From an optimization exercise on the open Yosys and OpenROAD flow, aimed at small area, a short achievable clock period and few clock cycles per item; shortcuts taken in it are not production practice. Only simulation tests tie the RTL to the original design; equivalence was not proved.

==> flow/design.v (excerpt) <==
module aes_top (
  input  logic         clk,
  input  logic         rst,
  input  logic         start_i,
  input  logic [127:0] plaintext_i,
  input  logic [127:0] key_i,
  output logic [127:0] ciphertext_o,
  output logic         done_o
);
Settings: LEC_CHECK=0, CAP_MARGIN=20, CORE_MARGIN=2, CORE_UTILIZATION=40, SETUP_SLACK_MARGIN=0.1, SLEW_MARGIN=20; clock period 6.0 ns.
standard.sh (not shown) runs the stock make flow with config.mk's settings and CLKGATE_MAP_FILE= SYNTH_SCRIPT=/design/flow/synth_recipe.tcl, a recipe that flattens the netlist after the stock synthesis.
==> flow/flow/run.sh <==
#!/bin/bash
# Own flow: the standard layout (standard.sh) with three changes:
# - synthesis maps the logic with the area-oriented ABC script
#   flow/map_area.abc in place of ORFS's speed script (the rest of the standard flow's
#   synthesis script synth_recipe.tcl is unchanged: registers, flattening and
#   renaming are the standard ones);
# - (flat synthesis, as in the standard flow)
# - every input and output port still gets a buffer, a buf_1.
# - no half-adder extraction (ADDER_MAP_FILE empty): the S-box XOR/AND pairs stay separate gates.
# Each step's full log is under orfs/logs; make's output is in flow_make.log.
set -euo pipefail
W=$PWD
{
  # replace the -script of ORFS's ABC call, and drop its -D delay target
  echo "proc abc {args} {"
  echo "  set i [lsearch -exact \$args -script]"
  echo "  set a [lreplace \$args \$i [expr {\$i + 1}] -script {$W/flow/map_area.abc}]"
  echo "  set j [lsearch -exact \$a -D]"
  echo "  if {\$j >= 0} { set a [lreplace \$a \$j [expr {\$j + 1}]] }"
  echo "  yosys abc {*}\$a"
  echo "}"
  cat "$W/synth_recipe.tcl"
} > "$W/flow_synth.tcl"
bash "$W/standard.sh" SYNTH_SCRIPT="$W/flow_synth.tcl" \
  "BUFFER_PORTS_ARGS=-buffer_cell sky130_fd_sc_hd__buf_1" ADDER_MAP_FILE= finish > "$W/flow_make.log" 2>&1
==> flow/flow/map_area.abc <==
strash
&get -n
&st
&dch
&nf -R 1000
&put
The starting point completed without violations.
Testbench counts at the start, summed over its fixed seeds: cycles 3,528, blocks 320.
Rerun with:
--- a/flow/flow/run.sh
+++ b/flow/flow/run.sh
@@ -7,3 +7,3 @@
-# - (flat synthesis, as in the standard flow)
-# - every input and output port still gets a buffer, a buf_1.
-# - no half-adder extraction (ADDER_MAP_FILE empty): the S-box XOR/AND pairs stay separate gates.
+# - each module is mapped on its own (SYNTH_HIERARCHICAL, then flattened by
+#   synth_recipe.tcl), which keeps the RTL's grouping of the XOR trees;
+# - every input and output port still gets a buffer, a buf_2.
@@ -24,2 +24,2 @@
-bash "$W/standard.sh" SYNTH_SCRIPT="$W/flow_synth.tcl" \
-  "BUFFER_PORTS_ARGS=-buffer_cell sky130_fd_sc_hd__buf_1" ADDER_MAP_FILE= finish > "$W/flow_make.log" 2>&1
+bash "$W/standard.sh" SYNTH_SCRIPT="$W/flow_synth.tcl" SYNTH_HIERARCHICAL=1 SYNTH_MINIMUM_KEEP_SIZE=0 \
+  "BUFFER_PORTS_ARGS=-buffer_cell sky130_fd_sc_hd__buf_2" finish > "$W/flow_make.log" 2>&1
==> flow/flow/map_area.abc (replaced) <==
strash
&get -n
&st
&dch
&nf -R 1000
&put
topo
stime -c
buffer -c
upsize -c
dnsize -c
SETUP_SLACK_MARGIN = not set   (was 0.1)
After rerunning: Final area goes up by about 10%. Register-to-register slack is worse by 0.13 ns. Setup slack got worse by 0.13 ns. Clock-buffer cell count stays the same. Wire length goes up by 16%. Die area rose by about 20%. First-iteration DRC count grows by about 7%. Utilization fell by 4.2 points. Global-route usage went down by 0.66 points. Cell count rises by 6.7%.
Rerun with:
--- a/flow/flow/run.sh
+++ b/flow/flow/run.sh
@@ -7,2 +7 @@
-# - each module is mapped on its own (SYNTH_HIERARCHICAL, then flattened by
-#   synth_recipe.tcl), which keeps the RTL's grouping of the XOR trees;
+# - (flat synthesis, as in the standard flow)
@@ -24 +23 @@
-bash "$W/standard.sh" SYNTH_SCRIPT="$W/flow_synth.tcl" SYNTH_HIERARCHICAL=1 SYNTH_MINIMUM_KEEP_SIZE=0 \
+bash "$W/standard.sh" SYNTH_SCRIPT="$W/flow_synth.tcl" \
CORE_UTILIZATION = 55   (was 40)
SETUP_SLACK_MARGIN = 0.3   (was not set)
Result: Core utilization grows by 22 points. Synthesized cell count shrinks by a few percent. Die area shrinks by a quarter to a third. Global-route usage grows by 10 points. Count of clock-buffer cells in the layout shrinks by 6. Register-to-register slack gains 0.15 ns. Final area shrinks by a few percent. Maximum frequency grows by a few percent.
Rerun with:
==> flow/flow/map_area.abc (replaced) <==
strash
&get -n
&st
&dch
&nf -R 1000
&put
CORE_UTILIZATION = 40   (was 55)
SETUP_SLACK_MARGIN = not set   (was 0.3)
=>
- clock-buffer cell count climbs by 6
- design area drops by 3.3%
Rerun with:
--- a/flow/flow/run.sh
+++ b/flow/flow/run.sh
@@ -8 +8 @@
-# - every input and output port still gets a buffer, a buf_2.
+# - every input and output port still gets a buffer, a buf_1.
@@ -24 +24 @@
-  "BUFFER_PORTS_ARGS=-buffer_cell sky130_fd_sc_hd__buf_2" finish > "$W/flow_make.log" 2>&1
+  "BUFFER_PORTS_ARGS=-buffer_cell sky130_fd_sc_hd__buf_1" finish > "$W/flow_make.log" 2>&1
==> flow/flow/map_area.abc (replaced) <==
strash
&get -n
&st
&dch
&nf -R 1000
&put
topo
stime -c
buffer -c
upsize -c
dnsize -c
- global-route usage climbs by 0.42 points
- routed wire length climbs by roughly a tenth
- setup slack improves by 0.0069 ns
- utilization drops by 4.0 points
- final cell count drops slightly
- cell area drops slightly
- sequential cell count is unchanged
Rerun with:
--- a/flow/flow/run.sh
+++ b/flow/flow/run.sh
@@ -7,2 +7,3 @@
-# - (flat synthesis, as in the standard flow)
-# - every input and output port still gets a buffer, a buf_1.
+# - each module is mapped on its own (SYNTH_HIERARCHICAL, then flattened by
+#   synth_recipe.tcl), which keeps the RTL's grouping of the XOR trees;
+# - every input and output port still gets a buffer, a buf_2.
@@ -23,2 +24,2 @@
-bash "$W/standard.sh" SYNTH_SCRIPT="$W/flow_synth.tcl" \
-  "BUFFER_PORTS_ARGS=-buffer_cell sky130_fd_sc_hd__buf_1" finish > "$W/flow_make.log" 2>&1
+bash "$W/standard.sh" SYNTH_SCRIPT="$W/flow_synth.tcl" SYNTH_HIERARCHICAL=1 SYNTH_MINIMUM_KEEP_SIZE=0 \
+  "BUFFER_PORTS_ARGS=-buffer_cell sky130_fd_sc_hd__buf_2" finish > "$W/flow_make.log" 2>&1
CORE_UTILIZATION = 55   (was 40)
Clock-buffer cell count went down by 4.
Via count increases by 4.2%.
Cell count rose by about 1%.
Wire length climbs by 1.8%.
Synthesized area climbs by about 10%.
Clock skew increases by 0.011 ns.
Worst setup slack gets better by 0.094 ns.
Worst hold slack improved by 0.13 ns.

Starting RTL as in the previous note.
Settings: LEC_CHECK=0, CAP_MARGIN=20, CORE_MARGIN=2, CORE_UTILIZATION=40, CTS_BUF_LIST=sky130_fd_sc_hd__clkbuf_8, SETUP_SLACK_MARGIN=0.2, SLEW_MARGIN=20; clock period 6.0 ns.
==> flow/flow/run.sh <==
#!/bin/bash
# Own flow: the standard layout (standard.sh) with three changes:
# - synthesis maps the logic with the area-oriented ABC script
#   flow/map_area.abc in place of ORFS's speed script (the rest of the standard flow's
#   synthesis script synth_recipe.tcl is unchanged: registers, flattening and
#   renaming are the standard ones);
# - (flat synthesis, as in the standard flow)
# - every input and output port still gets a buffer, a buf_1.
# - no half-adder extraction (ADDER_MAP_FILE empty): the S-box XOR/AND pairs stay separate gates.
# Each step's full log is under orfs/logs; make's output is in flow_make.log.
set -euo pipefail
W=$PWD
{
  # replace the -script of ORFS's ABC call, and drop its -D delay target
  echo "proc abc {args} {"
  echo "  set i [lsearch -exact \$args -script]"
  echo "  set a [lreplace \$args \$i [expr {\$i + 1}] -script {$W/flow/map_area.abc}]"
  echo "  set j [lsearch -exact \$a -D]"
  echo "  if {\$j >= 0} { set a [lreplace \$a \$j [expr {\$j + 1}]] }"
  echo "  yosys abc {*}\$a"
  echo "}"
  cat "$W/synth_recipe.tcl"
} > "$W/flow_synth.tcl"
bash "$W/standard.sh" SYNTH_SCRIPT="$W/flow_synth.tcl" \
  "BUFFER_PORTS_ARGS=-buffer_cell sky130_fd_sc_hd__buf_1" ADDER_MAP_FILE= finish > "$W/flow_make.log" 2>&1
==> flow/flow/map_area.abc <==
strash
&get -n
&st
&dch
&nf -R 1000
&put
topo
stime -c
buffer -c
upsize -c
dnsize -c
Testbench counts at the start, summed over its fixed seeds: cycles 3,528, blocks 320.
Then changed:
- CTS_BUF_LIST: sky130_fd_sc_hd__clkbuf_8 -> default
- SETUP_SLACK_MARGIN: 0.2 -> 0.3
After rerunning:
- global-route usage hardly moves
- routed wire length barely changes
- hold slack loses 0.0043 ns
- first-iteration DRC count is lower by 7.1%
- register-to-register slack is better by 0.07 ns
- non-clock buffer count grows by 1
- utilization climbs by 0.43 points
Then changed:
--- a/flow/flow/run.sh
+++ b/flow/flow/run.sh
@@ -8,2 +8 @@
-# - every input and output port still gets a buffer, a buf_1.
-# - no half-adder extraction (ADDER_MAP_FILE empty): the S-box XOR/AND pairs stay separate gates.
+# - every input and output port still gets a buffer, a buf_2.
@@ -25 +24 @@
-  "BUFFER_PORTS_ARGS=-buffer_cell sky130_fd_sc_hd__buf_1" ADDER_MAP_FILE= finish > "$W/flow_make.log" 2>&1
+  "BUFFER_PORTS_ARGS=-buffer_cell sky130_fd_sc_hd__buf_2" finish > "$W/flow_make.log" 2>&1
==> flow/flow/map_area.abc (replaced) <==
strash
dch
map -a
topo
stime -c
buffer -c
upsize -c
dnsize -c
- SETUP_SLACK_MARGIN: 0.3 -> default
The new run ran to the end with no violations; clock skew is lower by 0.020 ns; core utilization goes down by 1.0 points; cell count is higher by 21%; first-iteration DRC count rises by 2.3%; final area came out higher by 5.1%; hold slack degrades by 0.11 ns.
Then changed:
==> flow/flow/map_area.abc (replaced) <==
strash
&get -n
&st
&dch
&nf -R 1000
&put
topo
stime -c
buffer -c
upsize -c
dnsize -c
- CORE_UTILIZATION: 40 -> 55
=> The new run finished clean. Die area falls by 29%. Non-clock buffer count went up by 67. Critical path depth falls by 5. Sequential share of layout area grows by 0.32 points. Clock-buffer cell count went down by 8. Design area drops by 3.1%. First-iteration DRC count goes down by about 13%. Cell count came out lower by about 20%.

what the ideal ports hide:
The results above use ideal ports. As a check the final layouts listed here were re-extracted and re-timed, cells and wires unchanged. Step 1 sets driving cells, clkbuf_16 on the clock port and buf_2 on the other inputs (assumed; they add their load-dependent delay and slew). Step 2 also shifts input and output timing later by t, the mid clock arrival at the registers, as if the neighbouring blocks saw the same clock. Three values: ideal ports, drivers, drivers and shift; two values: the first two.
run	shift t [ns]	setup WS [ns]	hold slack, ns	latest minus earliest clock arrival (ns)	pins driven straight from the clock port
the first run of note 1	0.625	0.393 / 0.393 / 0.123	0.648 / 0.648 / 0.648	0.023 / 0.023	1
the second run of note 1	0.622	0.264 / 0.264 / 0.003	0.621 / 0.621 / 0.621	0.030 / 0.030	1
the third run of note 1	0.641	0.416 / 0.416 / 0.036	0.493 / 0.493 / 0.493	0.035 / 0.035	1
the fourth run of note 1	0.621	0.209 / 0.209 / -0.002	0.489 / 0.489 / 0.489	0.028 / 0.028	1
the fifth run of note 1	0.618	0.216 / 0.216 / -0.047	0.487 / 0.487 / 0.487	0.030 / 0.030	1
the sixth run of note 1	0.637	0.310 / 0.310 / -0.050	0.620 / 0.620 / 0.620	0.041 / 0.041	1
the first run of note 2	0.732	0.394 / 0.394 / 0.037	0.647 / 0.647 / 0.647	0.052 / 0.052	1
the second run of note 2	0.638	0.462 / 0.462 / 0.016	0.643 / 0.643 / 0.643	0.040 / 0.040	1
the third run of note 2	0.627	0.325 / 0.325 / -0.017	0.531 / 0.531 / 0.531	0.019 / 0.020	1
the fourth run of note 2	0.638	0.243 / 0.243 / 0.002	0.492 / 0.492 / 0.492	0.036 / 0.036	1
With both steps, setup timing fails in the fourth run of note 1, the fifth run of note 1, the sixth run of note 1 and the third run of note 2, where it was met with ideal ports. For the second run of note 2, which loses most, drivers alone change the setup slack by 0.000 ns; drivers and shift together by -0.446 ns.
